What follows belongs to an exercise in optimizing a design on an open flow for small area and a short achievable clock period; a production flow would make more cautious choices. The RTL was checked by simulation tests, not by an equivalence proof against the original design. No run shown here takes its clock network from TritonCTS; it comes from the design's own scripts or RTL. The flow treats the clock pin as an ideal source. Dropping or thinning the clock tree relies on that and would not hold on a real chip. Power is estimated from default activity; no workload was simulated.

`flow/config.mk`:
```
export PLATFORM = sky130hd
export DESIGN_NAME = wallace_mult_top
export DESIGN_NICKNAME = wallace_mult_top
export VERILOG_FILES = /design/flow/design.v
export SDC_FILE = /design/flow/constraint.sdc
export NUM_CORES = 4
export LEC_CHECK = 0
export CAP_MARGIN = 20
export CORE_MARGIN = 2
export CORE_UTILIZATION = 40
export SLEW_MARGIN = 20
export SYNTH_HIERARCHICAL = 1
export SYNTH_MINIMUM_KEEP_SIZE = 0
```
`flow/constraint.sdc`:
```
create_clock -name core_clock -period 11.0 [get_ports {clk}]
set_input_delay 2.2000 -clock core_clock [delete_from_list [all_inputs] [get_ports {clk}]]
set_output_delay 2.2000 -clock core_clock [all_outputs]
set_load 0.01 [all_outputs]
```
`flow/design.v`:
```
module wallace_mult_top (
    input  logic        clk,
    input  logic        arst_n,
    input  logic        in_valid,
    input  logic [15:0] a,
    input  logic [15:0] b,
    output logic        out_valid,
    output logic [31:0] product,
    output logic        busy
);
    logic [2:0] vld_q;
    logic       busy_q;
    always_ff @(posedge clk or negedge arst_n) begin
        if (!arst_n) begin
            vld_q  <= '0;
            busy_q <= 1'b0;
        end else begin
            vld_q  <= {vld_q[1:0], in_valid};
            busy_q <= in_valid | (|vld_q[1:0]);
        end
    end
    assign out_valid = vld_q[2];
    assign busy      = busy_q;
    logic [15:0] a_q;
    logic        b15_q;
    logic [7:0]  one_q, two_q, neg_q;
    logic [31:0] opa_n, opb_n, prod_d;
    logic pp1;
    logic pp2;
    logic pp3;
    logic pp4;
    logic pp5;
    logic pp6;
    logic pp7;
    logic pp8;
    logic pp9;
    logic pp10;
    logic pp11;
    logic pp12;
    logic pp13;
    logic pp14;
    logic pp15;
    logic pp16;
    logic pp17;
    logic ng18;
    logic sg19;
    logic pp20;
    logic pp21;
    logic pp22;
    logic pp23;
    logic pp24;
    logic pp25;
    logic pp26;
    logic pp27;
    logic pp28;
    logic pp29;
    logic pp30;
    logic pp31;
    logic pp32;
    logic pp33;
    logic pp34;
    logic pp35;
    logic pp36;
    logic ng37;
    logic sg38;
    logic pp39;
    logic pp40;
    logic pp41;
    logic pp42;
    logic pp43;
    logic pp44;
    logic pp45;
    logic pp46;
    logic pp47;
    logic pp48;
    logic pp49;
    logic pp50;
    logic pp51;
    logic pp52;
    logic pp53;
    logic pp54;
    logic pp55;
    logic ng56;
    logic sg57;
    logic pp58;
    logic pp59;
    logic pp60;
    logic pp61;
    logic pp62;
    logic pp63;
    logic pp64;
    logic pp65;
    logic pp66;
    logic pp67;
    logic pp68;
    logic pp69;
    logic pp70;
    logic pp71;
    logic pp72;
    logic pp73;
    logic pp74;
    logic ng75;
    logic sg76;
    logic pp77;
    logic pp78;
    logic pp79;
    logic pp80;
    logic pp81;
    logic pp82;
    logic pp83;
    logic pp84;
    logic pp85;
    logic pp86;
    logic pp87;
    logic pp88;
    logic pp89;
    logic pp90;
    logic pp91;
    logic pp92;
    logic pp93;
    logic ng94;
    logic sg95;
    logic pp96;
    logic pp97;
    logic pp98;
    logic pp99;
    logic pp100;
    logic pp101;
    logic pp102;
    logic pp103;
    logic pp104;
    logic pp105;
    logic pp106;
    logic pp107;
    logic pp108;
    logic pp109;
    logic pp110;
    logic pp111;
    logic pp112;
    logic ng113;
    logic sg114;
    logic pp115;
    logic pp116;
    logic pp117;
    logic pp118;
    logic pp119;
    logic pp120;
    logic pp121;
    logic pp122;
    logic pp123;
    logic pp124;
    logic pp125;
    logic pp126;
    logic pp127;
    logic pp128;
    logic pp129;
    logic pp130;
    logic pp131;
    logic ng132;
    logic sg133;
    logic pp134;
    logic pp135;
    logic pp136;
    logic pp137;
    logic pp138;
    logic pp139;
    logic pp140;
    logic pp141;
    logic pp142;
    logic pp143;
    logic pp144;
    logic pp145;
    logic pp146;
    logic pp147;
    logic pp148;
    logic pp149;
    logic pp150;
    logic ng151;
    logic sg152;
    logic pp153;
    logic pp154;
    logic pp155;
    logic pp156;
    logic pp157;
    logic pp158;
    logic pp159;
    logic pp160;
    logic pp161;
    logic pp162;
    logic pp163;
    logic pp164;
    logic pp165;
    logic pp166;
    logic pp167;
    logic pp168;
    logic s169;
    logic c170;
    logic s171;
    logic c172;
    logic s173;
    logic c174;
    logic s175;
    logic c176;
    logic s177;
    logic c178;
    logic s179;
    logic c180;
    logic s181;
    logic c182;
    logic s183;
    logic c184;
    logic s185;
    logic c186;
    logic s187;
    logic c188;
    logic s189;
    logic c190;
    logic s191;
    logic c192;
    logic s193;
    logic c194;
    logic s195;
    logic c196;
    logic s197;
    logic c198;
    logic s199;
    logic c200;
    logic s201;
    logic c202;
    logic s203;
    logic c204;
    logic s205;
    logic c206;
    logic s207;
    logic c208;
    logic s209;
    logic c210;
    logic s211;
    logic c212;
    logic s213;
    logic c214;
    logic s215;
    logic c216;
    logic s217;
    logic c218;
    logic s219;
    logic c220;
    logic s221;
    logic c222;
    logic s223;
    logic c224;
    logic s225;
    logic c226;
    logic s227;
    logic c228;
    logic s229;
    logic c230;
    logic s231;
    logic c232;
    logic s233;
    logic c234;
    logic s235;
    logic c236;
    logic s237;
    logic c238;
    logic s239;
    logic c240;
    logic s241;
    logic c242;
    logic s243;
    logic c244;
    logic s245;
    logic c246;
    logic s247;
    logic c248;
    logic s249;
    logic c250;
    logic s251;
    logic c252;
    logic s253;
    logic c254;
    logic s255;
    logic c256;
    logic s257;
    logic c258;
    logic s259;
    logic c260;
    logic s261;
    logic c262;
    logic s263;
    logic c264;
    logic s265;
    logic c266;
    logic s267;
    logic c268;
    logic s269;
    logic c270;
    logic s271;
    logic c272;
    logic s273;
    logic c274;
    logic s275;
    logic c276;
    logic s277;
    logic c278;
    logic s279;
    logic c280;
    logic s281;
    logic c282;
    logic s283;
    logic c284;
    logic s285;
    logic c286;
    logic s287;
    logic c288;
    logic s289;
    logic c290;
    logic s291;
    logic c292;
    logic s293;
    logic c294;
    logic s295;
    logic c296;
    logic s297;
    logic c298;
    logic s299;
    logic c300;
    logic s301;
    logic c302;
    logic s303;
    logic c304;
    logic s305;
    logic c306;
    logic s307;
    logic c308;
    logic s309;
    logic c310;
    logic s311;
    logic c312;
    logic s313;
    logic c314;
    logic s315;
    logic c316;
    logic s317;
    logic c318;
    logic s319;
    logic c320;
    logic s321;
    logic c322;
    logic s323;
    logic c324;
    logic s325;
    logic c326;
    logic s327;
    logic c328;
    logic s329;
    logic c330;
    logic s331;
    logic c332;
    logic s333;
    logic c334;
    logic s335;
    logic c336;
    logic s337;
    logic c338;
    logic s339;
    logic c340;
    logic s341;
    logic c342;
    logic s343;
    logic c344;
    logic s345;
    logic c346;
    logic s347;
    logic c348;
    logic s349;
    logic c350;
    logic s351;
    logic c352;
    logic s353;
    logic c354;
    logic s355;
    logic c356;
    logic s357;
    logic c358;
    logic s359;
    logic c360;
    logic s361;
    logic c362;
    logic s363;
    logic c364;
    logic s365;
    logic c366;
    logic s367;
    logic c368;
    logic s369;
    logic c370;
    logic s371;
    logic c372;
    logic s373;
    logic c374;
    logic s375;
    logic c376;
    logic s377;
    logic c378;
    logic s379;
    logic c380;
    logic s381;
    logic c382;
    logic s383;
    logic c384;
    logic s385;
    logic c386;
    logic s387;
    logic c388;
    logic s389;
    logic c390;
    logic s391;
    logic c392;
    logic s393;
    logic c394;
    logic s395;
    logic c396;
    logic s397;
    logic c398;
    logic s399;
    logic c400;
    logic s401;
    logic c402;
    logic s403;
    logic c404;
    logic s405;
    logic c406;
    logic s407;
    logic c408;
    logic s409;
    logic c410;
    logic s411;
    logic c412;
    logic s413;
    logic c414;
    logic s415;
    logic c416;
    logic s417;
    logic c418;
    logic s419;
    logic c420;
    logic s421;
    logic c422;
    logic s423;
    logic c424;
    logic s425;
    logic c426;
    logic s427;
    logic c428;
    logic s429;
    logic c430;
    logic s431;
    logic c432;
    logic s433;
    logic c434;
    logic s435;
    logic c436;
    logic s437;
    logic c438;
    logic s439;
    logic c440;
    logic s441;
    logic c442;
    logic s443;
    logic c444;
    logic r0_c0_0;
    logic r0_c1_0;
    logic r0_c2_0;
    logic r0_c3_0;
    logic r0_c4_0;
    logic r0_c4_1;
    logic r0_c5_0;
    logic r0_c6_0;
    logic r0_c6_1;
    logic r0_c6_2;
    logic r0_c7_0;
    logic r0_c7_1;
    logic r0_c8_0;
    logic r0_c8_1;
    logic r0_c9_0;
    logic r0_c9_1;
    logic r0_c10_0;
    logic r0_c10_1;
    logic r0_c11_0;
    logic r0_c11_1;
    logic r0_c12_0;
    logic r0_c12_1;
    logic r0_c13_0;
    logic r0_c13_1;
    logic r0_c14_0;
    logic r0_c14_1;
    logic r0_c15_0;
    logic r0_c15_1;
    logic r0_c16_0;
    logic r0_c16_1;
    logic r0_c16_2;
    logic r0_c17_0;
    logic r0_c17_1;
    logic r0_c18_0;
    logic r0_c18_1;
    logic r0_c19_0;
    logic r0_c19_1;
    logic r0_c19_2;
    logic r0_c20_0;
    logic r0_c20_1;
    logic r0_c21_0;
    logic r0_c21_1;
    logic r0_c21_2;
    logic r0_c22_0;
    logic r0_c22_1;
    logic r0_c23_0;
    logic r0_c23_1;
    logic r0_c23_2;
    logic r0_c24_0;
    logic r0_c24_1;
    logic r0_c25_0;
    logic r0_c26_0;
    logic r0_c26_1;
    logic r0_c26_2;
    logic r0_c27_0;
    logic r0_c28_0;
    logic r0_c28_1;
    logic r0_c28_2;
    logic r0_c29_0;
    logic r0_c30_0;
    logic r0_c31_0;
    logic r0_c31_1;
    assign pp1 = ~(((a_q[0] & one_q[0]) | (1'b0 & two_q[0])) ^ neg_q[0]);
    assign pp2 = ~(((a_q[1] & one_q[0]) | (a_q[0] & two_q[0])) ^ neg_q[0]);
    assign pp3 = ~(((a_q[2] & one_q[0]) | (a_q[1] & two_q[0])) ^ neg_q[0]);
    assign pp4 = ~(((a_q[3] & one_q[0]) | (a_q[2] & two_q[0])) ^ neg_q[0]);
    assign pp5 = ~(((a_q[4] & one_q[0]) | (a_q[3] & two_q[0])) ^ neg_q[0]);
    assign pp6 = ~(((a_q[5] & one_q[0]) | (a_q[4] & two_q[0])) ^ neg_q[0]);
    assign pp7 = ~(((a_q[6] & one_q[0]) | (a_q[5] & two_q[0])) ^ neg_q[0]);
    assign pp8 = ~(((a_q[7] & one_q[0]) | (a_q[6] & two_q[0])) ^ neg_q[0]);
    assign pp9 = ~(((a_q[8] & one_q[0]) | (a_q[7] & two_q[0])) ^ neg_q[0]);
    assign pp10 = ~(((a_q[9] & one_q[0]) | (a_q[8] & two_q[0])) ^ neg_q[0]);
    assign pp11 = ~(((a_q[10] & one_q[0]) | (a_q[9] & two_q[0])) ^ neg_q[0]);
    assign pp12 = ~(((a_q[11] & one_q[0]) | (a_q[10] & two_q[0])) ^ neg_q[0]);
    assign pp13 = ~(((a_q[12] & one_q[0]) | (a_q[11] & two_q[0])) ^ neg_q[0]);
    assign pp14 = ~(((a_q[13] & one_q[0]) | (a_q[12] & two_q[0])) ^ neg_q[0]);
    assign pp15 = ~(((a_q[14] & one_q[0]) | (a_q[13] & two_q[0])) ^ neg_q[0]);
    assign pp16 = ~(((a_q[15] & one_q[0]) | (a_q[14] & two_q[0])) ^ neg_q[0]);
    assign pp17 = ~(((1'b0 & one_q[0]) | (a_q[15] & two_q[0])) ^ neg_q[0]);
    assign ng18 = ~neg_q[0];
    assign sg19 = neg_q[0];
    assign pp20 = ~(((a_q[0] & one_q[1]) | (1'b0 & two_q[1])) ^ neg_q[1]);
    assign pp21 = ~(((a_q[1] & one_q[1]) | (a_q[0] & two_q[1])) ^ neg_q[1]);
    assign pp22 = ~(((a_q[2] & one_q[1]) | (a_q[1] & two_q[1])) ^ neg_q[1]);
    assign pp23 = ~(((a_q[3] & one_q[1]) | (a_q[2] & two_q[1])) ^ neg_q[1]);
    assign pp24 = ~(((a_q[4] & one_q[1]) | (a_q[3] & two_q[1])) ^ neg_q[1]);
    assign pp25 = ~(((a_q[5] & one_q[1]) | (a_q[4] & two_q[1])) ^ neg_q[1]);
    assign pp26 = ~(((a_q[6] & one_q[1]) | (a_q[5] & two_q[1])) ^ neg_q[1]);
    assign pp27 = ~(((a_q[7] & one_q[1]) | (a_q[6] & two_q[1])) ^ neg_q[1]);
    assign pp28 = ~(((a_q[8] & one_q[1]) | (a_q[7] & two_q[1])) ^ neg_q[1]);
    assign pp29 = ~(((a_q[9] & one_q[1]) | (a_q[8] & two_q[1])) ^ neg_q[1]);
    assign pp30 = ~(((a_q[10] & one_q[1]) | (a_q[9] & two_q[1])) ^ neg_q[1]);
    assign pp31 = ~(((a_q[11] & one_q[1]) | (a_q[10] & two_q[1])) ^ neg_q[1]);
    assign pp32 = ~(((a_q[12] & one_q[1]) | (a_q[11] & two_q[1])) ^ neg_q[1]);
    assign pp33 = ~(((a_q[13] & one_q[1]) | (a_q[12] & two_q[1])) ^ neg_q[1]);
    assign pp34 = ~(((a_q[14] & one_q[1]) | (a_q[13] & two_q[1])) ^ neg_q[1]);
    assign pp35 = ~(((a_q[15] & one_q[1]) | (a_q[14] & two_q[1])) ^ neg_q[1]);
    assign pp36 = ~(((1'b0 & one_q[1]) | (a_q[15] & two_q[1])) ^ neg_q[1]);
    assign ng37 = ~neg_q[1];
    assign sg38 = neg_q[1];
    assign pp39 = ~(((a_q[0] & one_q[2]) | (1'b0 & two_q[2])) ^ neg_q[2]);
    assign pp40 = ~(((a_q[1] & one_q[2]) | (a_q[0] & two_q[2])) ^ neg_q[2]);
    assign pp41 = ~(((a_q[2] & one_q[2]) | (a_q[1] & two_q[2])) ^ neg_q[2]);
    assign pp42 = ~(((a_q[3] & one_q[2]) | (a_q[2] & two_q[2])) ^ neg_q[2]);
    assign pp43 = ~(((a_q[4] & one_q[2]) | (a_q[3] & two_q[2])) ^ neg_q[2]);
    assign pp44 = ~(((a_q[5] & one_q[2]) | (a_q[4] & two_q[2])) ^ neg_q[2]);
    assign pp45 = ~(((a_q[6] & one_q[2]) | (a_q[5] & two_q[2])) ^ neg_q[2]);
    assign pp46 = ~(((a_q[7] & one_q[2]) | (a_q[6] & two_q[2])) ^ neg_q[2]);
    assign pp47 = ~(((a_q[8] & one_q[2]) | (a_q[7] & two_q[2])) ^ neg_q[2]);
    assign pp48 = ~(((a_q[9] & one_q[2]) | (a_q[8] & two_q[2])) ^ neg_q[2]);
    assign pp49 = ~(((a_q[10] & one_q[2]) | (a_q[9] & two_q[2])) ^ neg_q[2]);
    assign pp50 = ~(((a_q[11] & one_q[2]) | (a_q[10] & two_q[2])) ^ neg_q[2]);
    assign pp51 = ~(((a_q[12] & one_q[2]) | (a_q[11] & two_q[2])) ^ neg_q[2]);
    assign pp52 = ~(((a_q[13] & one_q[2]) | (a_q[12] & two_q[2])) ^ neg_q[2]);
    assign pp53 = ~(((a_q[14] & one_q[2]) | (a_q[13] & two_q[2])) ^ neg_q[2]);
    assign pp54 = ~(((a_q[15] & one_q[2]) | (a_q[14] & two_q[2])) ^ neg_q[2]);
    assign pp55 = ~(((1'b0 & one_q[2]) | (a_q[15] & two_q[2])) ^ neg_q[2]);
    assign ng56 = ~neg_q[2];
    assign sg57 = neg_q[2];
    assign pp58 = ~(((a_q[0] & one_q[3]) | (1'b0 & two_q[3])) ^ neg_q[3]);
    assign pp59 = ~(((a_q[1] & one_q[3]) | (a_q[0] & two_q[3])) ^ neg_q[3]);
    assign pp60 = ~(((a_q[2] & one_q[3]) | (a_q[1] & two_q[3])) ^ neg_q[3]);
    assign pp61 = ~(((a_q[3] & one_q[3]) | (a_q[2] & two_q[3])) ^ neg_q[3]);
    assign pp62 = ~(((a_q[4] & one_q[3]) | (a_q[3] & two_q[3])) ^ neg_q[3]);
    assign pp63 = ~(((a_q[5] & one_q[3]) | (a_q[4] & two_q[3])) ^ neg_q[3]);
    assign pp64 = ~(((a_q[6] & one_q[3]) | (a_q[5] & two_q[3])) ^ neg_q[3]);
    assign pp65 = ~(((a_q[7] & one_q[3]) | (a_q[6] & two_q[3])) ^ neg_q[3]);
    assign pp66 = ~(((a_q[8] & one_q[3]) | (a_q[7] & two_q[3])) ^ neg_q[3]);
    assign pp67 = ~(((a_q[9] & one_q[3]) | (a_q[8] & two_q[3])) ^ neg_q[3]);
    assign pp68 = ~(((a_q[10] & one_q[3]) | (a_q[9] & two_q[3])) ^ neg_q[3]);
    assign pp69 = ~(((a_q[11] & one_q[3]) | (a_q[10] & two_q[3])) ^ neg_q[3]);
    assign pp70 = ~(((a_q[12] & one_q[3]) | (a_q[11] & two_q[3])) ^ neg_q[3]);
    assign pp71 = ~(((a_q[13] & one_q[3]) | (a_q[12] & two_q[3])) ^ neg_q[3]);
    assign pp72 = ~(((a_q[14] & one_q[3]) | (a_q[13] & two_q[3])) ^ neg_q[3]);
    assign pp73 = ~(((a_q[15] & one_q[3]) | (a_q[14] & two_q[3])) ^ neg_q[3]);
    assign pp74 = ~(((1'b0 & one_q[3]) | (a_q[15] & two_q[3])) ^ neg_q[3]);
    assign ng75 = ~neg_q[3];
    assign sg76 = neg_q[3];
    assign pp77 = ~(((a_q[0] & one_q[4]) | (1'b0 & two_q[4])) ^ neg_q[4]);
    assign pp78 = ~(((a_q[1] & one_q[4]) | (a_q[0] & two_q[4])) ^ neg_q[4]);
    assign pp79 = ~(((a_q[2] & one_q[4]) | (a_q[1] & two_q[4])) ^ neg_q[4]);
    assign pp80 = ~(((a_q[3] & one_q[4]) | (a_q[2] & two_q[4])) ^ neg_q[4]);
    assign pp81 = ~(((a_q[4] & one_q[4]) | (a_q[3] & two_q[4])) ^ neg_q[4]);
    assign pp82 = ~(((a_q[5] & one_q[4]) | (a_q[4] & two_q[4])) ^ neg_q[4]);
    assign pp83 = ~(((a_q[6] & one_q[4]) | (a_q[5] & two_q[4])) ^ neg_q[4]);
    assign pp84 = ~(((a_q[7] & one_q[4]) | (a_q[6] & two_q[4])) ^ neg_q[4]);
    assign pp85 = ~(((a_q[8] & one_q[4]) | (a_q[7] & two_q[4])) ^ neg_q[4]);
    assign pp86 = ~(((a_q[9] & one_q[4]) | (a_q[8] & two_q[4])) ^ neg_q[4]);
    assign pp87 = ~(((a_q[10] & one_q[4]) | (a_q[9] & two_q[4])) ^ neg_q[4]);
    assign pp88 = ~(((a_q[11] & one_q[4]) | (a_q[10] & two_q[4])) ^ neg_q[4]);
    assign pp89 = ~(((a_q[12] & one_q[4]) | (a_q[11] & two_q[4])) ^ neg_q[4]);
    assign pp90 = ~(((a_q[13] & one_q[4]) | (a_q[12] & two_q[4])) ^ neg_q[4]);
    assign pp91 = ~(((a_q[14] & one_q[4]) | (a_q[13] & two_q[4])) ^ neg_q[4]);
    assign pp92 = ~(((a_q[15] & one_q[4]) | (a_q[14] & two_q[4])) ^ neg_q[4]);
    assign pp93 = ~(((1'b0 & one_q[4]) | (a_q[15] & two_q[4])) ^ neg_q[4]);
    assign ng94 = ~neg_q[4];
    assign sg95 = neg_q[4];
    assign pp96 = ~(((a_q[0] & one_q[5]) | (1'b0 & two_q[5])) ^ neg_q[5]);
    assign pp97 = ~(((a_q[1] & one_q[5]) | (a_q[0] & two_q[5])) ^ neg_q[5]);
    assign pp98 = ~(((a_q[2] & one_q[5]) | (a_q[1] & two_q[5])) ^ neg_q[5]);
    assign pp99 = ~(((a_q[3] & one_q[5]) | (a_q[2] & two_q[5])) ^ neg_q[5]);
    assign pp100 = ~(((a_q[4] & one_q[5]) | (a_q[3] & two_q[5])) ^ neg_q[5]);
    assign pp101 = ~(((a_q[5] & one_q[5]) | (a_q[4] & two_q[5])) ^ neg_q[5]);
    assign pp102 = ~(((a_q[6] & one_q[5]) | (a_q[5] & two_q[5])) ^ neg_q[5]);
    assign pp103 = ~(((a_q[7] & one_q[5]) | (a_q[6] & two_q[5])) ^ neg_q[5]);
    assign pp104 = ~(((a_q[8] & one_q[5]) | (a_q[7] & two_q[5])) ^ neg_q[5]);
    assign pp105 = ~(((a_q[9] & one_q[5]) | (a_q[8] & two_q[5])) ^ neg_q[5]);
    assign pp106 = ~(((a_q[10] & one_q[5]) | (a_q[9] & two_q[5])) ^ neg_q[5]);
    assign pp107 = ~(((a_q[11] & one_q[5]) | (a_q[10] & two_q[5])) ^ neg_q[5]);
    assign pp108 = ~(((a_q[12] & one_q[5]) | (a_q[11] & two_q[5])) ^ neg_q[5]);
    assign pp109 = ~(((a_q[13] & one_q[5]) | (a_q[12] & two_q[5])) ^ neg_q[5]);
    assign pp110 = ~(((a_q[14] & one_q[5]) | (a_q[13] & two_q[5])) ^ neg_q[5]);
    assign pp111 = ~(((a_q[15] & one_q[5]) | (a_q[14] & two_q[5])) ^ neg_q[5]);
    assign pp112 = ~(((1'b0 & one_q[5]) | (a_q[15] & two_q[5])) ^ neg_q[5]);
    assign ng113 = ~neg_q[5];
    assign sg114 = neg_q[5];
    assign pp115 = ~(((a_q[0] & one_q[6]) | (1'b0 & two_q[6])) ^ neg_q[6]);
    assign pp116 = ~(((a_q[1] & one_q[6]) | (a_q[0] & two_q[6])) ^ neg_q[6]);
    assign pp117 = ~(((a_q[2] & one_q[6]) | (a_q[1] & two_q[6])) ^ neg_q[6]);
    assign pp118 = ~(((a_q[3] & one_q[6]) | (a_q[2] & two_q[6])) ^ neg_q[6]);
    assign pp119 = ~(((a_q[4] & one_q[6]) | (a_q[3] & two_q[6])) ^ neg_q[6]);
    assign pp120 = ~(((a_q[5] & one_q[6]) | (a_q[4] & two_q[6])) ^ neg_q[6]);
    assign pp121 = ~(((a_q[6] & one_q[6]) | (a_q[5] & two_q[6])) ^ neg_q[6]);
    assign pp122 = ~(((a_q[7] & one_q[6]) | (a_q[6] & two_q[6])) ^ neg_q[6]);
    assign pp123 = ~(((a_q[8] & one_q[6]) | (a_q[7] & two_q[6])) ^ neg_q[6]);
    assign pp124 = ~(((a_q[9] & one_q[6]) | (a_q[8] & two_q[6])) ^ neg_q[6]);
    assign pp125 = ~(((a_q[10] & one_q[6]) | (a_q[9] & two_q[6])) ^ neg_q[6]);
    assign pp126 = ~(((a_q[11] & one_q[6]) | (a_q[10] & two_q[6])) ^ neg_q[6]);
    assign pp127 = ~(((a_q[12] & one_q[6]) | (a_q[11] & two_q[6])) ^ neg_q[6]);
    assign pp128 = ~(((a_q[13] & one_q[6]) | (a_q[12] & two_q[6])) ^ neg_q[6]);
    assign pp129 = ~(((a_q[14] & one_q[6]) | (a_q[13] & two_q[6])) ^ neg_q[6]);
    assign pp130 = ~(((a_q[15] & one_q[6]) | (a_q[14] & two_q[6])) ^ neg_q[6]);
    assign pp131 = ~(((1'b0 & one_q[6]) | (a_q[15] & two_q[6])) ^ neg_q[6]);
    assign ng132 = ~neg_q[6];
    assign sg133 = neg_q[6];
    assign pp134 = ~(((a_q[0] & one_q[7]) | (1'b0 & two_q[7])) ^ neg_q[7]);
    assign pp135 = ~(((a_q[1] & one_q[7]) | (a_q[0] & two_q[7])) ^ neg_q[7]);
    assign pp136 = ~(((a_q[2] & one_q[7]) | (a_q[1] & two_q[7])) ^ neg_q[7]);
    assign pp137 = ~(((a_q[3] & one_q[7]) | (a_q[2] & two_q[7])) ^ neg_q[7]);
    assign pp138 = ~(((a_q[4] & one_q[7]) | (a_q[3] & two_q[7])) ^ neg_q[7]);
    assign pp139 = ~(((a_q[5] & one_q[7]) | (a_q[4] & two_q[7])) ^ neg_q[7]);
    assign pp140 = ~(((a_q[6] & one_q[7]) | (a_q[5] & two_q[7])) ^ neg_q[7]);
    assign pp141 = ~(((a_q[7] & one_q[7]) | (a_q[6] & two_q[7])) ^ neg_q[7]);
    assign pp142 = ~(((a_q[8] & one_q[7]) | (a_q[7] & two_q[7])) ^ neg_q[7]);
    assign pp143 = ~(((a_q[9] & one_q[7]) | (a_q[8] & two_q[7])) ^ neg_q[7]);
    assign pp144 = ~(((a_q[10] & one_q[7]) | (a_q[9] & two_q[7])) ^ neg_q[7]);
    assign pp145 = ~(((a_q[11] & one_q[7]) | (a_q[10] & two_q[7])) ^ neg_q[7]);
    assign pp146 = ~(((a_q[12] & one_q[7]) | (a_q[11] & two_q[7])) ^ neg_q[7]);
    assign pp147 = ~(((a_q[13] & one_q[7]) | (a_q[12] & two_q[7])) ^ neg_q[7]);
    assign pp148 = ~(((a_q[14] & one_q[7]) | (a_q[13] & two_q[7])) ^ neg_q[7]);
    assign pp149 = ~(((a_q[15] & one_q[7]) | (a_q[14] & two_q[7])) ^ neg_q[7]);
    assign pp150 = ~(((1'b0 & one_q[7]) | (a_q[15] & two_q[7])) ^ neg_q[7]);
    assign ng151 = ~neg_q[7];
    assign sg152 = neg_q[7];
    assign pp153 = ~(a_q[0] & b15_q);
    assign pp154 = ~(a_q[1] & b15_q);
    assign pp155 = ~(a_q[2] & b15_q);
    assign pp156 = ~(a_q[3] & b15_q);
    assign pp157 = ~(a_q[4] & b15_q);
    assign pp158 = ~(a_q[5] & b15_q);
    assign pp159 = ~(a_q[6] & b15_q);
    assign pp160 = ~(a_q[7] & b15_q);
    assign pp161 = ~(a_q[8] & b15_q);
    assign pp162 = ~(a_q[9] & b15_q);
    assign pp163 = ~(a_q[10] & b15_q);
    assign pp164 = ~(a_q[11] & b15_q);
    assign pp165 = ~(a_q[12] & b15_q);
    assign pp166 = ~(a_q[13] & b15_q);
    assign pp167 = ~(a_q[14] & b15_q);
    assign pp168 = ~(a_q[15] & b15_q);
    mfa u_ha0 (.x(ng18), .y(pp1), .z(1'b1), .s(s169), .c(c170));
    mfa u_ha1 (.x(pp2), .y(c170), .z(1'b1), .s(s171), .c(c172));
    mfa u_fa0 (.x(ng37), .y(pp20), .z(pp3), .s(s173), .c(c174));
    mfa u_ha2 (.x(s173), .y(c172), .z(1'b1), .s(s175), .c(c176));
    mfa u_fa1 (.x(pp21), .y(pp4), .z(c174), .s(s177), .c(c178));
    mfa u_ha3 (.x(s177), .y(c176), .z(1'b1), .s(s179), .c(c180));
    mfa u_fa2 (.x(ng56), .y(pp22), .z(pp39), .s(s181), .c(c182));
    mfa u_fa3 (.x(pp5), .y(s181), .z(c178), .s(s183), .c(c184));
    mfa u_fa4 (.x(pp23), .y(pp40), .z(pp6), .s(s185), .c(c186));
    mfa u_fa5 (.x(c182), .y(s185), .z(c184), .s(s187), .c(c188));
    mfa u_fa6 (.x(ng75), .y(pp24), .z(pp41), .s(s189), .c(c190));
    mfa u_fa7 (.x(pp58), .y(pp7), .z(c186), .s(s191), .c(c192));
    mfa u_fa8 (.x(pp25), .y(pp42), .z(pp59), .s(s193), .c(c194));
    mfa u_fa9 (.x(pp8), .y(c190), .z(s193), .s(s195), .c(c196));
    mfa u_fa10 (.x(ng94), .y(pp26), .z(pp43), .s(s197), .c(c198));
    mfa u_fa11 (.x(pp60), .y(pp77), .z(pp9), .s(s199), .c(c200));
    mfa u_fa12 (.x(c194), .y(s197), .z(s199), .s(s201), .c(c202));
    mfa u_fa13 (.x(pp10), .y(pp27), .z(pp44), .s(s203), .c(c204));
    mfa u_fa14 (.x(pp61), .y(pp78), .z(c198), .s(s205), .c(c206));
    mfa u_fa15 (.x(c200), .y(s203), .z(c202), .s(s207), .c(c208));
    mfa u_fa16 (.x(ng113), .y(pp11), .z(pp28), .s(s209), .c(c210));
    mfa u_fa17 (.x(pp45), .y(pp62), .z(pp79), .s(s211), .c(c212));
    mfa u_fa18 (.x(pp96), .y(c204), .z(s209), .s(s213), .c(c214));
    mfa u_fa19 (.x(s211), .y(c206), .z(s213), .s(s215), .c(c216));
    mfa u_fa20 (.x(pp12), .y(pp29), .z(pp46), .s(s217), .c(c218));
    mfa u_fa21 (.x(pp63), .y(pp80), .z(pp97), .s(s219), .c(c220));
    mfa u_fa22 (.x(c210), .y(c212), .z(s217), .s(s221), .c(c222));
    mfa u_fa23 (.x(s219), .y(c214), .z(s221), .s(s223), .c(c224));
    mfa u_fa24 (.x(ng132), .y(pp115), .z(pp13), .s(s225), .c(c226));
    mfa u_fa25 (.x(pp30), .y(pp47), .z(pp64), .s(s227), .c(c228));
    mfa u_fa26 (.x(pp81), .y(pp98), .z(c218), .s(s229), .c(c230));
    mfa u_fa27 (.x(c220), .y(s225), .z(s227), .s(s231), .c(c232));
    mfa u_fa28 (.x(c222), .y(s229), .z(s231), .s(s233), .c(c234));
    mfa u_fa29 (.x(pp116), .y(pp14), .z(pp31), .s(s235), .c(c236));
    mfa u_fa30 (.x(pp48), .y(pp65), .z(pp82), .s(s237), .c(c238));
    mfa u_fa31 (.x(pp99), .y(c226), .z(c228), .s(s239), .c(c240));
    mfa u_fa32 (.x(s235), .y(s237), .z(c230), .s(s241), .c(c242));
    mfa u_fa33 (.x(c232), .y(s239), .z(s241), .s(s243), .c(c244));
    mfa u_fa34 (.x(ng151), .y(pp100), .z(pp117), .s(s245), .c(c246));
    mfa u_fa35 (.x(pp134), .y(pp15), .z(pp32), .s(s247), .c(c248));
    mfa u_fa36 (.x(pp49), .y(pp66), .z(pp83), .s(s249), .c(c250));
    mfa u_fa37 (.x(c236), .y(c238), .z(s245), .s(s251), .c(c252));
    mfa u_fa38 (.x(s247), .y(s249), .z(c240), .s(s253), .c(c254));
    mfa u_fa39 (.x(s251), .y(c242), .z(s253), .s(s255), .c(c256));
    mfa u_fa40 (.x(pp101), .y(pp118), .z(pp135), .s(s257), .c(c258));
    mfa u_fa41 (.x(pp16), .y(pp33), .z(pp50), .s(s259), .c(c260));
    mfa u_fa42 (.x(pp67), .y(pp84), .z(c246), .s(s261), .c(c262));
    mfa u_fa43 (.x(c248), .y(c250), .z(s257), .s(s263), .c(c264));
    mfa u_fa44 (.x(s259), .y(c252), .z(s261), .s(s265), .c(c266));
    mfa u_fa45 (.x(s263), .y(c254), .z(s265), .s(s267), .c(c268));
    mfa u_fa46 (.x(pp153), .y(pp102), .z(pp119), .s(s269), .c(c270));
    mfa u_fa47 (.x(pp136), .y(pp17), .z(pp34), .s(s271), .c(c272));
    mfa u_fa48 (.x(pp51), .y(pp68), .z(pp85), .s(s273), .c(c274));
    mfa u_fa49 (.x(c258), .y(c260), .z(s269), .s(s275), .c(c276));
    mfa u_fa50 (.x(s271), .y(s273), .z(c262), .s(s277), .c(c278));
    mfa u_fa51 (.x(c264), .y(s275), .z(c266), .s(s279), .c(c280));
    mha u_hc0 (.x(sg19), .y(pp154), .s(s281), .c(c282));
    mfa u_fa52 (.x(pp103), .y(pp120), .z(pp137), .s(s283), .c(c284));
    mfa u_fa53 (.x(pp35), .y(pp52), .z(pp69), .s(s285), .c(c286));
    mfa u_fa54 (.x(pp86), .y(s281), .z(c270), .s(s287), .c(c288));
    mfa u_fa55 (.x(c272), .y(c274), .z(s283), .s(s289), .c(c290));
    mfa u_fa56 (.x(s285), .y(c276), .z(s287), .s(s291), .c(c292));
    mfa u_fa57 (.x(s289), .y(c278), .z(s291), .s(s293), .c(c294));
    mha u_hc1 (.x(pp155), .y(pp104), .s(s295), .c(c296));
    mfa u_fa58 (.x(pp121), .y(pp138), .z(pp36), .s(s297), .c(c298));
    mfa u_fa59 (.x(pp53), .y(pp70), .z(pp87), .s(s299), .c(c300));
    mfa u_fa60 (.x(c282), .y(s295), .z(c284), .s(s301), .c(c302));
    mfa u_fa61 (.x(c286), .y(s297), .z(s299), .s(s303), .c(c304));
    mfa u_fa62 (.x(c288), .y(c290), .z(s301), .s(s305), .c(c306));
    mfa u_fa63 (.x(s303), .y(c292), .z(s305), .s(s307), .c(c308));
    mfa u_fa64 (.x(sg38), .y(pp156), .z(pp105), .s(s309), .c(c310));
    mfa u_fa65 (.x(pp122), .y(pp139), .z(pp54), .s(s311), .c(c312));
    mfa u_fa66 (.x(pp71), .y(pp88), .z(c296), .s(s313), .c(c314));
    mfa u_fa67 (.x(c298), .y(c300), .z(s309), .s(s315), .c(c316));
    mfa u_fa68 (.x(s311), .y(s313), .z(c302), .s(s317), .c(c318));
    mfa u_fa69 (.x(c304), .y(s315), .z(c306), .s(s319), .c(c320));
    mha u_hc2 (.x(pp157), .y(pp106), .s(s321), .c(c322));
    mfa u_fa70 (.x(pp123), .y(pp140), .z(pp55), .s(s323), .c(c324));
    mfa u_fa71 (.x(pp72), .y(pp89), .z(s321), .s(s325), .c(c326));
    mfa u_fa72 (.x(c310), .y(c312), .z(s323), .s(s327), .c(c328));
    mfa u_fa73 (.x(c314), .y(s325), .z(c316), .s(s329), .c(c330));
    mfa u_fa74 (.x(s327), .y(c318), .z(s329), .s(s331), .c(c332));
    mfa u_fa75 (.x(sg57), .y(pp158), .z(pp107), .s(s333), .c(c334));
    mfa u_fa76 (.x(pp124), .y(pp141), .z(pp73), .s(s335), .c(c336));
    mfa u_fa77 (.x(pp90), .y(c322), .z(c324), .s(s337), .c(c338));
    mfa u_fa78 (.x(s333), .y(s335), .z(c326), .s(s339), .c(c340));
    mfa u_fa79 (.x(c328), .y(s337), .z(s339), .s(s341), .c(c342));
    mha u_hc3 (.x(pp159), .y(pp108), .s(s343), .c(c344));
    mfa u_fa80 (.x(pp125), .y(pp142), .z(pp74), .s(s345), .c(c346));
    mfa u_fa81 (.x(pp91), .y(s343), .z(c334), .s(s347), .c(c348));
    mfa u_fa82 (.x(c336), .y(s345), .z(c338), .s(s349), .c(c350));
    mfa u_fa83 (.x(s347), .y(c340), .z(s349), .s(s351), .c(c352));
    mfa u_fa84 (.x(sg76), .y(pp160), .z(pp109), .s(s353), .c(c354));
    mfa u_fa85 (.x(pp126), .y(pp143), .z(pp92), .s(s355), .c(c356));
    mfa u_fa86 (.x(c344), .y(c346), .z(s353), .s(s357), .c(c358));
    mfa u_fa87 (.x(s355), .y(c348), .z(s357), .s(s359), .c(c360));
    mha u_hc4 (.x(pp161), .y(pp110), .s(s361), .c(c362));
    mfa u_fa88 (.x(pp127), .y(pp144), .z(pp93), .s(s363), .c(c364));
    mfa u_fa89 (.x(s361), .y(c354), .z(c356), .s(s365), .c(c366));
    mfa u_fa90 (.x(s363), .y(c358), .z(s365), .s(s367), .c(c368));
    mfa u_fa91 (.x(sg95), .y(pp162), .z(pp111), .s(s369), .c(c370));
    mfa u_fa92 (.x(pp128), .y(pp145), .z(c362), .s(s371), .c(c372));
    mfa u_fa93 (.x(c364), .y(s369), .z(s371), .s(s373), .c(c374));
    mfa u_fa94 (.x(c366), .y(s373), .z(c368), .s(s375), .c(c376));
    mha u_hc5 (.x(pp163), .y(pp112), .s(s377), .c(c378));
    mfa u_fa95 (.x(pp129), .y(pp146), .z(s377), .s(s379), .c(c380));
    mfa u_fa96 (.x(c370), .y(c372), .z(s379), .s(s381), .c(c382));
    mfa u_fa97 (.x(sg114), .y(pp164), .z(pp130), .s(s383), .c(c384));
    mfa u_fa98 (.x(pp147), .y(c378), .z(s383), .s(s385), .c(c386));
    mfa u_fa99 (.x(c380), .y(s385), .z(c382), .s(s387), .c(c388));
    mha u_hc6 (.x(pp165), .y(pp131), .s(s389), .c(c390));
    mfa u_fa100 (.x(pp148), .y(s389), .z(c384), .s(s391), .c(c392));
    mfa u_fa101 (.x(sg133), .y(pp166), .z(pp149), .s(s393), .c(c394));
    mfa u_fa102 (.x(c390), .y(s393), .z(c392), .s(s395), .c(c396));
    mha u_hc7 (.x(pp167), .y(pp150), .s(s397), .c(c398));
    mfa u_fa103 (.x(s397), .y(c394), .z(c396), .s(s399), .c(c400));
    mfa u_fa104 (.x(sg152), .y(pp168), .z(c398), .s(s401), .c(c402));
    mfa u_fa105 (.x(r0_c6_0), .y(r0_c6_1), .z(r0_c6_2), .s(s403), .c(c404));
    mfa u_ha4 (.x(r0_c7_0), .y(r0_c7_1), .z(1'b1), .s(s405), .c(c406));
    mfa u_ha5 (.x(r0_c8_0), .y(r0_c8_1), .z(1'b1), .s(s407), .c(c408));
    mfa u_ha6 (.x(r0_c9_0), .y(r0_c9_1), .z(1'b1), .s(s409), .c(c410));
    mfa u_ha7 (.x(r0_c10_0), .y(r0_c10_1), .z(1'b1), .s(s411), .c(c412));
    mfa u_ha8 (.x(r0_c11_0), .y(r0_c11_1), .z(1'b1), .s(s413), .c(c414));
    mfa u_ha9 (.x(r0_c12_0), .y(r0_c12_1), .z(1'b1), .s(s415), .c(c416));
    mfa u_ha10 (.x(r0_c13_0), .y(r0_c13_1), .z(1'b1), .s(s417), .c(c418));
    mfa u_ha11 (.x(r0_c14_0), .y(r0_c14_1), .z(1'b1), .s(s419), .c(c420));
    mfa u_ha12 (.x(r0_c15_0), .y(r0_c15_1), .z(1'b1), .s(s421), .c(c422));
    mfa u_fa106 (.x(r0_c16_0), .y(r0_c16_1), .z(r0_c16_2), .s(s423), .c(c424));
    mfa u_ha13 (.x(r0_c17_0), .y(r0_c17_1), .z(1'b1), .s(s425), .c(c426));
    mfa u_ha14 (.x(r0_c18_0), .y(r0_c18_1), .z(1'b1), .s(s427), .c(c428));
    mfa u_fa107 (.x(r0_c19_0), .y(r0_c19_1), .z(r0_c19_2), .s(s429), .c(c430));
    mfa u_ha15 (.x(r0_c20_0), .y(r0_c20_1), .z(1'b1), .s(s431), .c(c432));
    mfa u_fa108 (.x(r0_c21_0), .y(r0_c21_1), .z(r0_c21_2), .s(s433), .c(c434));
    mfa u_ha16 (.x(r0_c22_0), .y(r0_c22_1), .z(1'b1), .s(s435), .c(c436));
    mfa u_fa109 (.x(r0_c23_0), .y(r0_c23_1), .z(r0_c23_2), .s(s437), .c(c438));
    mfa u_ha17 (.x(r0_c24_0), .y(r0_c24_1), .z(1'b1), .s(s439), .c(c440));
    mfa u_fa110 (.x(r0_c26_0), .y(r0_c26_1), .z(r0_c26_2), .s(s441), .c(c442));
    mfa u_fa111 (.x(r0_c28_0), .y(r0_c28_1), .z(r0_c28_2), .s(s443), .c(c444));
    assign opa_n = {r0_c31_0, r0_c30_0, r0_c29_0, s443, r0_c27_0, s441, r0_c25_0, c438, c436, c434, c432, c430, c428, c426, c424, c422, c420, c418, c416, c414, c412, c410, c408, c406, c404, s403, r0_c5_0, r0_c4_0, r0_c3_0, r0_c2_0, r0_c1_0, r0_c0_0};
    assign opb_n = {r0_c31_1, 1'b1, c444, 1'b1, c442, 1'b1, c440, s439, s437, s435, s433, s431, s429, s427, s425, s423, s421, s419, s417, s415, s413, s411, s409, s407, s405, 1'b1, 1'b1, r0_c4_1, 1'b1, 1'b1, 1'b1, 1'b1};
    assign prod_d = ~(opa_n + opb_n + 32'd1);
    always_ff @(posedge clk) begin
        a_q <= a;
        one_q[0] <= b[0] ^ 1'b0;
        two_q[0] <= (b[1] & ~b[0] & ~1'b0) | (~b[1] & b[0] & 1'b0);
        neg_q[0] <= b[1] & ~(b[0] & 1'b0);
        one_q[1] <= b[2] ^ b[1];
        two_q[1] <= (b[3] & ~b[2] & ~b[1]) | (~b[3] & b[2] & b[1]);
        neg_q[1] <= b[3] & ~(b[2] & b[1]);
        one_q[2] <= b[4] ^ b[3];
        two_q[2] <= (b[5] & ~b[4] & ~b[3]) | (~b[5] & b[4] & b[3]);
        neg_q[2] <= b[5] & ~(b[4] & b[3]);
        one_q[3] <= b[6] ^ b[5];
        two_q[3] <= (b[7] & ~b[6] & ~b[5]) | (~b[7] & b[6] & b[5]);
        neg_q[3] <= b[7] & ~(b[6] & b[5]);
        one_q[4] <= b[8] ^ b[7];
        two_q[4] <= (b[9] & ~b[8] & ~b[7]) | (~b[9] & b[8] & b[7]);
        neg_q[4] <= b[9] & ~(b[8] & b[7]);
        one_q[5] <= b[10] ^ b[9];
        two_q[5] <= (b[11] & ~b[10] & ~b[9]) | (~b[11] & b[10] & b[9]);
        neg_q[5] <= b[11] & ~(b[10] & b[9]);
        one_q[6] <= b[12] ^ b[11];
        two_q[6] <= (b[13] & ~b[12] & ~b[11]) | (~b[13] & b[12] & b[11]);
        neg_q[6] <= b[13] & ~(b[12] & b[11]);
        one_q[7] <= b[14] ^ b[13];
        two_q[7] <= (b[15] & ~b[14] & ~b[13]) | (~b[15] & b[14] & b[13]);
        neg_q[7] <= b[15] & ~(b[14] & b[13]);
        b15_q <= b[15];
        r0_c0_0 <= s169;
        r0_c1_0 <= s171;
        r0_c2_0 <= s175;
        r0_c3_0 <= s179;
        r0_c4_0 <= s183;
        r0_c4_1 <= c180;
        r0_c5_0 <= s187;
        r0_c6_0 <= s189;
        r0_c6_1 <= s191;
        r0_c6_2 <= c188;
        r0_c7_0 <= c192;
        r0_c7_1 <= s195;
        r0_c8_0 <= c196;
        r0_c8_1 <= s201;
        r0_c9_0 <= s205;
        r0_c9_1 <= s207;
        r0_c10_0 <= c208;
        r0_c10_1 <= s215;
        r0_c11_0 <= c216;
        r0_c11_1 <= s223;
        r0_c12_0 <= c224;
        r0_c12_1 <= s233;
        r0_c13_0 <= c234;
        r0_c13_1 <= s243;
        r0_c14_0 <= c244;
        r0_c14_1 <= s255;
        r0_c15_0 <= c256;
        r0_c15_1 <= s267;
        r0_c16_0 <= s277;
        r0_c16_1 <= c268;
        r0_c16_2 <= s279;
        r0_c17_0 <= c280;
        r0_c17_1 <= s293;
        r0_c18_0 <= c294;
        r0_c18_1 <= s307;
        r0_c19_0 <= s317;
        r0_c19_1 <= c308;
        r0_c19_2 <= s319;
        r0_c20_0 <= c320;
        r0_c20_1 <= s331;
        r0_c21_0 <= c330;
        r0_c21_1 <= s341;
        r0_c21_2 <= c332;
        r0_c22_0 <= c342;
        r0_c22_1 <= s351;
        r0_c23_0 <= c350;
        r0_c23_1 <= s359;
        r0_c23_2 <= c352;
        r0_c24_0 <= s367;
        r0_c24_1 <= c360;
        r0_c25_0 <= s375;
        r0_c26_0 <= c374;
        r0_c26_1 <= s381;
        r0_c26_2 <= c376;
        r0_c27_0 <= s387;
        r0_c28_0 <= c386;
        r0_c28_1 <= s391;
        r0_c28_2 <= c388;
        r0_c29_0 <= s395;
        r0_c30_0 <= s399;
        r0_c31_0 <= s401;
        r0_c31_1 <= c400;
        product <= prod_d;
    end
endmodule
module mfa (input logic x, input logic y, input logic z, output logic s, output logic c);
    assign s = x ^ y ^ z;
    assign c = (x & y) | (x & z) | (y & z);
endmodule
module mha (input logic x, input logic y, output logic s, output logic c);
    assign s = x ^ y;
    assign c = x & y;
endmodule
```
`flow/flow/run.sh`:
```
#!/bin/bash
# The standard ORFS layout (standard.sh, with its synthesis unchanged) with three changes:
#  - every port is buffered with buf_2 instead of the default delay buffer (clkdlybuf4s50_1);
#  - the clock tree is built by flow/cts_pre.tcl instead of TritonCTS: the clock port drives
#    4 clkinv_8 cells, each driving 2 clkinv_8 leaf cells placed at the centres of k-means
#    clusters of the flip-flops, so every flip-flop's clock passes the same two inverters;
#  - repair_timing aims for 8.1 ns of extra setup slack (SETUP_SLACK_MARGIN).
# make's output goes to standard_flow.log; each ORFS step keeps its own log in orfs/logs.
set -euo pipefail
export BUFFER_PORTS_ARGS="-buffer_cell sky130_fd_sc_hd__buf_2"
export SETUP_SLACK_MARGIN=8.1
export SKIP_REPAIR_TIE_FANOUT=1
export PRE_CTS_TCL="$(pwd)/flow/cts_pre.tcl"
export CLK_NLEAF=8
export CLK_NL1=4
export CLK_LEAF_CELL=sky130_fd_sc_hd__clkinv_8
export CLK_L1_CELL=sky130_fd_sc_hd__clkinv_8
bash standard.sh > standard_flow.log 2>&1
```
`flow/flow/cts_pre.tcl`:
```
proc env_or { name dflt } {
  if { [info exists ::env($name)] && $::env($name) ne "" } { return $::env($name) }
  return $dflt
}
set nleaf [env_or CLK_NLEAF 8]
set nl1 [env_or CLK_NL1 2]
set leafcell [env_or CLK_LEAF_CELL sky130_fd_sc_hd__clkbuf_16]
set l1cell [env_or CLK_L1_CELL sky130_fd_sc_hd__clkbuf_16]

# Balanced k-means: pts is a list of {x y}; returns {assignment centres}
proc kmeans { pts k {slack 1} } {
  set n [llength $pts]
  set cx 0; set cy 0
  foreach p $pts { set cx [expr {$cx + [lindex $p 0]}]; set cy [expr {$cy + [lindex $p 1]}] }
  set cx [expr {$cx / $n}]; set cy [expr {$cy / $n}]
  set order {}
  for {set i 0} {$i < $n} {incr i} {
    set p [lindex $pts $i]
    lappend order [list $i [expr {atan2([lindex $p 1]-$cy, [lindex $p 0]-$cx)}]]
  }
  set order [lsort -real -index 1 $order]
  set cent {}
  for {set c 0} {$c < $k} {incr c} {
    set sx 0; set sy 0; set m 0
    for {set j [expr {$c * $n / $k}]} {$j < ($c + 1) * $n / $k} {incr j} {
      set p [lindex $pts [lindex [lindex $order $j] 0]]
      set sx [expr {$sx + [lindex $p 0]}]; set sy [expr {$sy + [lindex $p 1]}]; incr m
    }
    if {$m == 0} { lappend cent [list $cx $cy] } else { lappend cent [list [expr {$sx / $m}] [expr {$sy / $m}]] }
  }
  set cap [expr {int(ceil(double($n) / $k)) + $slack}]
  for {set iter 0} {$iter < 40} {incr iter} {
    set cnt [lrepeat $k 0]
    set assign [lrepeat $n -1]
    set cand {}
    for {set i 0} {$i < $n} {incr i} {
      set p [lindex $pts $i]
      set best 1e18
      for {set c 0} {$c < $k} {incr c} {
        set d [expr {abs([lindex $p 0]-[lindex $cent $c 0]) + abs([lindex $p 1]-[lindex $cent $c 1])}]
        if {$d < $best} { set best $d }
      }
      lappend cand [list $i $best]
    }
    foreach ib [lsort -real -decreasing -index 1 $cand] {
      set i [lindex $ib 0]; set p [lindex $pts $i]
      set bk -1; set best 1e18
      for {set c 0} {$c < $k} {incr c} {
        if {[lindex $cnt $c] >= $cap} continue
        set d [expr {abs([lindex $p 0]-[lindex $cent $c 0]) + abs([lindex $p 1]-[lindex $cent $c 1])}]
        if {$d < $best} { set best $d; set bk $c }
      }
      lset assign $i $bk
      lset cnt $bk [expr {[lindex $cnt $bk] + 1}]
    }
    set newc {}
    for {set c 0} {$c < $k} {incr c} {
      set sx 0; set sy 0; set m 0
      for {set i 0} {$i < $n} {incr i} {
        if {[lindex $assign $i] == $c} {
          set sx [expr {$sx + [lindex $pts $i 0]}]; set sy [expr {$sy + [lindex $pts $i 1]}]; incr m
        }
      }
      if {$m > 0} { lappend newc [list [expr {$sx / $m}] [expr {$sy / $m}]] } else { lappend newc [lindex $cent $c] }
    }
    set cent $newc
  }
  return [list $assign $cent]
}

proc add_buffer { block master name in_net x y } {
  set inst [odb::dbInst_create $block $master $name]
  set net [odb::dbNet_create $block "${name}_net"]
  $net setSigType CLOCK
  [$inst findITerm A] connect $in_net
  set out [$inst findITerm X]
  if { $out eq "NULL" } { set out [$inst findITerm Y] }
  $out connect $net
  $inst setLocation [expr {int($x)}] [expr {int($y)}]
  $inst setPlacementStatus PLACED
  return $net
}

set block [ord::get_db_block]
set db [ord::get_db]
set clk_net [$block findNet clk]
set sinks {}
foreach it [$clk_net getITerms] {
  if { [$it isInputSignal] } { lappend sinks $it }
}
set pts {}
foreach it $sinks {
  set bb [[$it getInst] getBBox]
  lappend pts [list [expr {([$bb xMin] + [$bb xMax]) / 2.0}] [expr {([$bb yMin] + [$bb yMax]) / 2.0}]]
}
puts "manual clock tree: [llength $sinks] sinks, $nleaf leaf buffers, $nl1 first-level buffers"
lassign [kmeans $pts $nleaf] leaf_of leaf_cent
if { $nl1 > 0 } {
  lassign [kmeans $leaf_cent $nl1 0] l1_of l1_cent
  for {set g 0} {$g < $nl1} {incr g} {
    set l1net($g) [add_buffer $block [$db findMaster $l1cell] "clkbuf_l1_$g" $clk_net {*}[lindex $l1_cent $g]]
  }
}
for {set c 0} {$c < $nleaf} {incr c} {
  set src $clk_net
  if { $nl1 > 0 } { set src $l1net([lindex $l1_of $c]) }
  set leafnet($c) [add_buffer $block [$db findMaster $leafcell] "clkbuf_leaf_$c" $src {*}[lindex $leaf_cent $c]]
}
for {set i 0} {$i < [llength $sinks]} {incr i} {
  set it [lindex $sinks $i]
  $it disconnect
  $it connect $leafnet([lindex $leaf_of $i])
}
# TritonCTS is not run: the buffers above are the whole tree.
proc clock_tree_synthesis { args } {
  puts "clock_tree_synthesis skipped: clock buffers were placed by cts_pre.tcl"
  set_propagated_clock [all_clocks]
}
# cts.tcl clones clock inverters next to their loads after this hook; the inverter pairs
# above are already placed by their loads, so that step is skipped as well.
proc repair_clock_inverters { args } {
  puts "repair_clock_inverters skipped: clock tree built by cts_pre.tcl"
}
```
`flow/standard.sh`:
```
#!/bin/bash
# synth_recipe.tcl (not shown) runs the flow's synth.tcl, then flattens the netlist and writes it again
# the make line also repeats each setting of config.mk as NAME=value (left out here)
make -C /OpenROAD-flow-scripts/flow DESIGN_CONFIG=/design/flow/config.mk WORK_HOME=/design/flow/orfs CLKGATE_MAP_FILE= SYNTH_SCRIPT=/design/flow/synth_recipe.tcl "${@:-finish}"
```
==> impl.org, run 1 <==
** Floorplanning
- Width of the chip :: 159 um
- In this run the standard cell core region covers 23500 um2.
- Ports placed on the boundary :: between 60 and 70
- Die Height :: 159 um
- Initial Util :: 0.408
- The die covers 25300 um2.
- The initialized floorplan defines 56 standard-cell rows.

** Place
- Cell area after placement :: 10100 um2
- Prior to clock tree synthesis, the placed netlist has a worst setup slack of between 7000 and 8000 ps.
- Once placement completed, the tool counted placed cells totaling approximately 1200.
- The congestion estimate from routability-driven global placement came to between 0.8 and 0.9.
- Port buffering added 68 buffers.
- Placed wire-length estimate :: roughly 16000 um

** Detailed routing
- Total number of vias :: roughly 6600
- Final WL :: roughly 23000 um
- Antenna violation net count after detailed routing :: 0
- Total iterations of the first detailed-routing run :: 6
- The first routing iteration left 774 violations.
- Using the TritonRoute via totals, the vias-per-cell ratio works out to about 5.3.
- Dividing the detail-routed wire length by the instance count gives roughly 19 um.
- Number of DRC violations after detailed routing :: 0

** Clock tree
- Insertion delay to the later sink of the worst-skew pair :: roughly 150 ps
- Clock-pin slew was measured on the worst setup and hold paths at around 70 ps.
- After clock tree synthesis, the flow added hold-fix buffers numbering 0.

** GRT
- The first global-routing pass estimated between 30000 and 40000 um of wire.
- Largest net degree at the start of global routing :: 20
- The number of global-route vias before repair came to 6563.
- Overall track demand over capacity in global routing :: 0.179
- Antenna violations before repair :: 0
- Summed over all layers, the global routing overflow is 0.

** Critical path
- Across all register-to-register paths, the minimum setup slack is a little over 8000 ps.
- For this run, the slowest stage of the critical path takes roughly 620 ps.
- Crit path DAT :: 2880 ps
- In this design, the critical path's most frequently occurring cell is fa_2.
- For this design, the slowest cell found on the critical path is fa_2.
- Of all nets on the critical path, the largest fanout is 16.
- Kind of critical path :: flop to flop
- Endpoint kind of the worst setup timing path :: flop
- Worst path bufs/invs :: 0
- Startpoint type of the worst setup path :: flop
- Cell family contributing the most delay on the critical path :: adder cells
- Data required time at the worst endpoint :: about 11000 ps
- The signal on the critical path passes through a22oi_2, xnor2_1, fa_2, fa_2, fa_2, fa_1.

** Run status
- The run finished with no timing, DRC or antenna violations.

** Synthesis
- Counting every instance in the synthesized netlist gives 878.
- Synthesis-stage register bit count :: 139
- Post-synthesis sequential area ratio :: 0.292
- Summing every instance area after synthesis gives just under 10000 um2.
- The netlist uses between 40 and 50 different library cells.
- Counting flops with an async set or reset pin after synthesis yields a share of 0.0288.
- Syn Area/Cell :: 10.9 um2
- The Yosys step of the flow raised 7 warnings.
- The most used flip-flop cell after synthesis is dfxtp_1.
- Number of flops mapped to enable cells by yosys :: 0

** Pwr
- Switching power share of the total :: 0.464
- Power spread over the standard cell area amounts to roughly 300 nW/um2.
- In this run the power spent charging and discharging nets is 1500 uW.
- Part of the total power dissipated in the clock network :: 0.074
- Register share of total power :: 0.263
- IR analysis of the VDD net gives a maximum drop of 0.000125 V.
- Of the total power, combinational logic draws 0.664.
- Internal power comes to between 1500 and 2000 uW.
- After layout, the design draws a total of around 3200 uW.
- Leakage power figure :: slightly above 0.004 uW

** Timing
- Of the available clock period, the critical path in the final layout requires 0.259.
- Worst setup margin :: 8150 ps
- Between clock sinks in the finished design, the worst skew comes to 34.2 ps.
- Setup violations remaining at the end of the flow were counted as 0.
- Static timing analysis puts the maximum clock frequency at 350 MHz.
- After routing, the total negative slack on setup checks comes to 0 ps.
- Setup repair after global routing missed its margin :: yes
- Count of final hold-check violations :: 0
- The worst path in the final design needs a cycle of around 2900 ps, including I/O delays and setup.
- The count of pins over their slew limit is 0.

** Hold path
- Path category of the worst min-delay check :: flop to flop

** Finish
- Once layout is complete, the cells apart from fillers number about 1200.
- The finished cells cover 10900 um2.
- Share of final-layout standard cells stronger than drive strength 1 :: 0.215
- For this run, the post-layout net count is roughly 1100.
- The area growth from synthesis to layout is 13.0%.
- The number of antenna diodes in the final layout is 0.

** Flow run
- Max-cap violations in this run came to 0.
==> final cells by class <==
class,instances,area (um2)
fill,2238,12700
multi-input combinational,643,6560
sequential,139,2930
timing repair buffer,106,676
tap,319,399
inverter,30,293
==> routing by layer <==
layer / global-route usage / routed length [um] / vias to the layer above / share of wire
met2: 0.273 / 9860 / 332 / 0.43
met5: 0 / 0 / - / 0
li1: - / - / 3030 / -
met3: 0.0201 / 1840 / 48 / 0.079
met1: 0.270 / 10900 / 3167 / 0.47
met4: 0.0483 / 534 / 0 / 0.023
==> Yosys cell counts, types with 2 or more instances <==
library cell	instances	area, um2
o21ai_1	3	15.0
a22oi_1	120	901
nor2b_1	10	62.6
o21ai_0	22	110
xor2_1	12	105
clkbuf_1	67	251
o21ai_2	2	17.5
o21bai_1	4	30.0
a31oi_1	2	12.5
a21oi_1	23	115
inv_2	8	30.0
nand4_1	3	18.8
fa_1	130	2600
nand3b_1	7	52.6
a21o_1	4	30.0
nor2_1	15	56.3
inv_1	10	37.5
dfrtp_1	4	100
a211oi_1	2	15.0
buf_1	11	41.3
nand2_1	56	210
nor3b_1	2	15.0
ha_1	38	475
nand3_1	2	10.0
or3_1	2	12.5
a211o_1	2	17.5
nand2b_1	13	81.3
dfxtp_1	135	2700
o211ai_1	3	22.5
xnor2_1	150	1310
==> Yosys stat by module (local to each module, per instance) <==
module / times used / cell area [um2] / cells / flip-flops and latches
mfa: 130 / 20.0 / 1 / 0
mha: 8 / 12.5 / 1 / 0
wallace_mult_top: 1 / 6900 / 740 / 139
==> sequential cells by signal, summed over array words and instances, names as in the netlist, 3 cells and up <==
register / count
product: 32
a_q: 16
neg_q: 8
one_q: 8
two_q: 8
vld_q: 3
==> metrics by stage <==
step	hold slack, ps	util
after floorplan	338	-
after global placement	342	0.427
after detailed placement	345	0.427
after CTS	351	0.449
after global routing	376	0.461
final	358	0.461
==> repair_timing <==
item	4_1_cts	5_1_grt
pin swaps	1	6
endpoints found under the setup margin	32	19
resized for setup	71	33
buffers inserted	20	18
==> power groups by stage <==
stage / Sequential, uW / Combinational [uW] / Clock [uW]
2_1_floorplan: 847 / 1620 / 0
5_1_grt: 872 / 2450 / 272
6_report: 851 / 2150 / 239
3_3_place_gp: 865 / 2120 / 0
3_5_place_dp: 868 / 2130 / 0
4_1_cts: 852 / 2150 / 258
==> worst register-to-register path, delay by kind of cell, from the launching register on <==
family                     cells  cell delay, ps
adders and majority gates      4            1910
DFF                            1             420
AOI/OAI and AO/OA              1             240
xor gates and xnor gates       1             160
==> cell usage in the layout, fill, tap and decap left out, types with 5 or more instances in the layout <==
master      n
nand3b_1    7
dfxtp_1   100
dfxtp_4    32
a22oi_1   112
buf_2      68
xnor2_1   145
nor2b_1    10
fa_2       12
nand2_1    56
nand2b_1   13
nor2_1     15
fa_1      118
a22oi_2     8
clkinv_8   12
ha_1       38
xor2_1     12
xnor2_2     5
inv_1      10
buf_4      34
a21oi_1    21
o21ai_0    22
==> worst paths after layout <==
check                      cells past startpoint    endpoint      from
min reg2reg                                    1  product[0]   r0_c0_0
max                                            6    r0_c17_1  one_q[6]
min                                            1  product[0]   r0_c0_0
min in group asynchronous                      1      busy_q    arst_n
max in group asynchronous                      1    vld_q[1]    arst_n
max reg2reg                                    6    r0_c17_1  one_q[6]
==> cell families after synthesis <==
| kind of cell | count (synthesis) | synth area share |
|---|---|---|
| buffers and inverters | 96 | 0.0375 |
| DFF | 139 | 0.292 |
| other | 1 | 0.000390 |
| AOI/OAI and AO/OA | 194 | 0.141 |
| and+or+nand+nor | 118 | 0.0608 |
| xor gates and xnor gates | 162 | 0.148 |
| adders and majority gates | 168 | 0.320 |
==> inputs of run 2 (changes only) <==
--- a/flow/flow/run.sh
+++ b/flow/flow/run.sh
@@ -9,7 +9,6 @@
 set -euo pipefail
 export BUFFER_PORTS_ARGS="-buffer_cell sky130_fd_sc_hd__buf_2"
 export SETUP_SLACK_MARGIN=8.1
-export SKIP_REPAIR_TIE_FANOUT=1
 export PRE_CTS_TCL="$(pwd)/flow/cts_pre.tcl"
 export CLK_NLEAF=8
 export CLK_NL1=4
==> impl.org, run 2 <==
** Run status
- Status :: timing/DRC/antenna clean

** Clock tree
- The insertion delay of the later-clocked pin in the worst-skew pair came to 140 ps (about the same).
- Clock-pin slew on the worst setup and hold paths :: 70 ps (about the same)

** Pwr
- The maximum VDD drop is 0.000115 V (-8.1%).
- Design Power :: 3240 uW (about the same)
- Leakage power figure :: 0.00409 uW (about the same)
- The total power divided by cell area is 300 nW/um2 (+0.57%).

** Synthesis
- The number of distinct library cells after synthesis is 46 (unchanged).
- Commonest cells post-synth :: 150 x xnor2_1, 135 x dfxtp_1, 130 x fa_1
- Cell with the most instances after synthesis :: xnor2_1
- The total of warnings raised by yosys is 7 (unchanged).
- The synthesized design spends more area on one cell type than any other, namely dfxtp_1.
- The netlist area before placement came to 9600 um2 (unchanged).
- Area fraction of the dominant cell type after synthesis :: 0.281 (unchanged)
- Syn Area/Cell :: 10.9 um2 (unchanged)
- The most used flip-flop cell after synthesis is dfxtp_1.
- The share of flip-flops with an asynchronous set or reset is 0.0288 (unchanged).
- Synthesis-stage register bit count :: 139 (unchanged)
- Synthesized netlist cell count :: 878 (unchanged)
- Top cells by area in the synthesized netlist :: dfxtp_1 28%, fa_1 27%, xnor2_1 14%, a22oi_1 9.4%, ha_1 5.0%
- Post-synthesis sequential area ratio :: 0.292 (unchanged)
- The number of flops mapped to enable cells by yosys is 0 (unchanged).

** Critical path
- Series of cell instances along the critical path :: a22oi_1, xnor2_1, fa_1, fa_1, fa_1, fa_1
- The worst path required time was 11020 ps (about the same).
- The highest cell delay on the worst timing path came to 560 ps (-60 ps).
- The startpoint identified for the worst register-to-register timing path is one_q[1].
- STA classifies the critical path startpoint as a flop.
- The worst-case reg-to-reg path depth came to 6 (unchanged).
- Critical path's slowest cell :: fa_1
- STA classifies the critical path endpoint as a flop.
- Reg2reg setup slack :: 8160 ps (about the same)
- Crit path top cell by count :: fa_1
- The critical path data arrival time is 2860 ps (-20 ps).
- Broken down by cell family, the worst path's largest delay share belongs to adder cells.
- The worst setup path is of the flop to flop kind.
- The number of buffer and inverter instances along the worst setup path is 0 (unchanged).
- In this run the critical register-to-register path is captured at r0_c13_1.
- Highest net fanout along the worst path :: 16 (unchanged)

** Finish
- Util after Layout :: 0.458 (-0.00276)
- Total number of nets in the final design :: 1132 (+0.80%)
- N_diodes :: 0 (unchanged)
- In the layout the commonest cells are 147 x xnor2_1, 126 x fa_1, 112 x a22oi_1.
- The register with the most flip-flops in the final layout is product.
- Most common cell after layout, fill and taps aside :: xnor2_1
- Largest registers :: product x32, a_q x16
- The fill cell total of the finished layout came to 2269 (+1.4%).
- The total area of sequential cells came to 2930 um2 (about the same).
- The number of flip-flops in the largest register is 32 (unchanged).
- Relative area change from synthesis to final layout :: 12.3%
- The share of layout cells above drive strength 1 came to 0.194 (-0.0204).
- The area used by multi-input combinational logic came to 6580 um2 (+0.42%).

** Place
- The global placer's final weighted congestion is 0.880 (-1.8%).
- Placed wire-length estimate :: 16200 um (+0.49%)
- Count of buffers from port buffering :: 68 (unchanged)
- Pre-CTS WS :: 7620 ps (+9.93 ps)

** Floorplanning
- Initial Util :: 0.408 (unchanged)
- Die Height :: 159 um (unchanged)
- The width of the die is 159 um (unchanged).
- Core Rows :: 56 (unchanged)
- Core footprint :: 23500 um2 (unchanged)
- Die footprint :: 25300 um2 (unchanged)
- The count of pins on the block boundary came to 69 (unchanged).

** Detailed routing
- The count of nets left with antenna violations after detail routing was 0 (unchanged).
- The routed wire length was 23400 um (+0.94%).
- Total number of vias :: 6609 (+0.49%)
- The total DRC errors in the routed layout was 0 (unchanged).
- The starting DRC count in detailed routing was 598 (-23%).
- Total iterations of the first detailed-routing run :: 5 (-1)
- Detailed-route vias per instance :: 5.30 (-0.24%)
- Routed WL per cell :: 18.8 um (+0.21%)

** Timing
- The worst-case clock skew came to 10.6 ps (-23.6 ps).
- Achievable clock frequency :: 352 MHz (+0.47%)
- The count of pins over their slew limit is 0 (unchanged).
- The post-route worst hold slack was 359 ps (+1.15 ps).
- Worst setup margin :: 8160 ps (+13.4 ps)
- Post-route minimum period :: 2840 ps (-13.4 ps)
- The setup total negative slack is 0 ps (unchanged).
- Final setup violation count :: 0 (unchanged)
- Setup repair after global routing missed its margin :: yes
- Final period utilization :: 0.258 (-0.00122)
- Count of final hold-check violations :: 0 (unchanged)

** Hold path
- The tightest min-delay check is of the flop to flop type.
- The worst hold path terminates at product[1].
- Hold Path Stages :: 1 (unchanged)
- Min-Delay Startpoint :: r0_c1_0

** GRT
- The overall routing resource usage is 0.179 (about the same).
- Antenna violations before repair :: 0 (unchanged)
- Overflow left after global routing :: 0 (unchanged)
- Global-route wire length before repair :: 36900 um (about the same)
- The number of global-route vias before repair was 6679 (+1.8%).
- The largest net degree at the start of global routing came to 20 (unchanged).

** Flow run
- The number of violations of the max-capacitance limit came to 0 (unchanged).
==> run 2: area by class of cell <==
class / count / share of cell area
Tap cell: 319 / 0.0370
Multi-Input combinational cell: 660 / 0.610
Sequential cell: 139 / 0.272
Inverter: 30 / 0.0274
Timing Repair Buffer: 98 / 0.0536
==> run 2: logic make-up after synthesis <==
logic type	after synthesis	synth area share
AOI/OAI and AO/OA	194	0.141
xor gates and xnor gates	162	0.148
adders and majority gates	168	0.320
buffers and inverters	96	0.0375
DFF	139	0.292
other	1	0.000390
and+or+nand+nor	118	0.0608
==> run 2: timing repair <==
item,4_1_cts,5_1_grt
buffers inserted,0,30
setup endpoints to repair,36,22
gates resized for setup,66,30
pin swaps,0,2
hold buffers,0,0
==> run 2: layer usage <==
layer | up-vias | wire (um) | global-route usage
met5 | - | 0 | 0
met3 | 38 | 1820 | 0.0307
li1 | 3031 | - | -
met4 | 0 | 485 | 0.0426
met2 | 284 | 10400 | 0.277
met1 | 3256 | 10700 | 0.262
==> run 2: how the worst max path moves through the flow <==
stage / startpoint / end / slack (ps) / cells past startpoint
floorplan: one_q[3] / r0_c15_1 / 8040 / 8
global placement: a_q[9] / r0_c20_1 / 7660 / 6
detailed placement: a_q[9] / r0_c20_1 / 7620 / 6
CTS: a_q[9] / r0_c20_1 / 8080 / 6
global route: one_q[5] / r0_c25_0 / 8080 / 6
finish: one_q[1] / r0_c13_1 / 8160 / 6
==> run 2: Yosys stat by module, one instance, submodules excluded <==
module            cell area (um2)  cells
mfa                          20.0      1
wallace_mult_top             6900    740
mha                          12.5      1
==> run 2: stage by stage <==
stage	std cells	instance area, um2
3_3_place_gp	1204	10100
2_1_floorplan	895	9800
6_report	1246	10800
4_1_cts	1216	10400
5_1_grt	1246	10800
3_5_place_dp	1204	10100
==> run 2: where the power goes <==
part / total (uW) / internal [uW] / switching, uW
Combinational: 2140 / 950 / 1190
Sequential: 861 / 737 / 123
Clock: 239 / 48.8 / 190
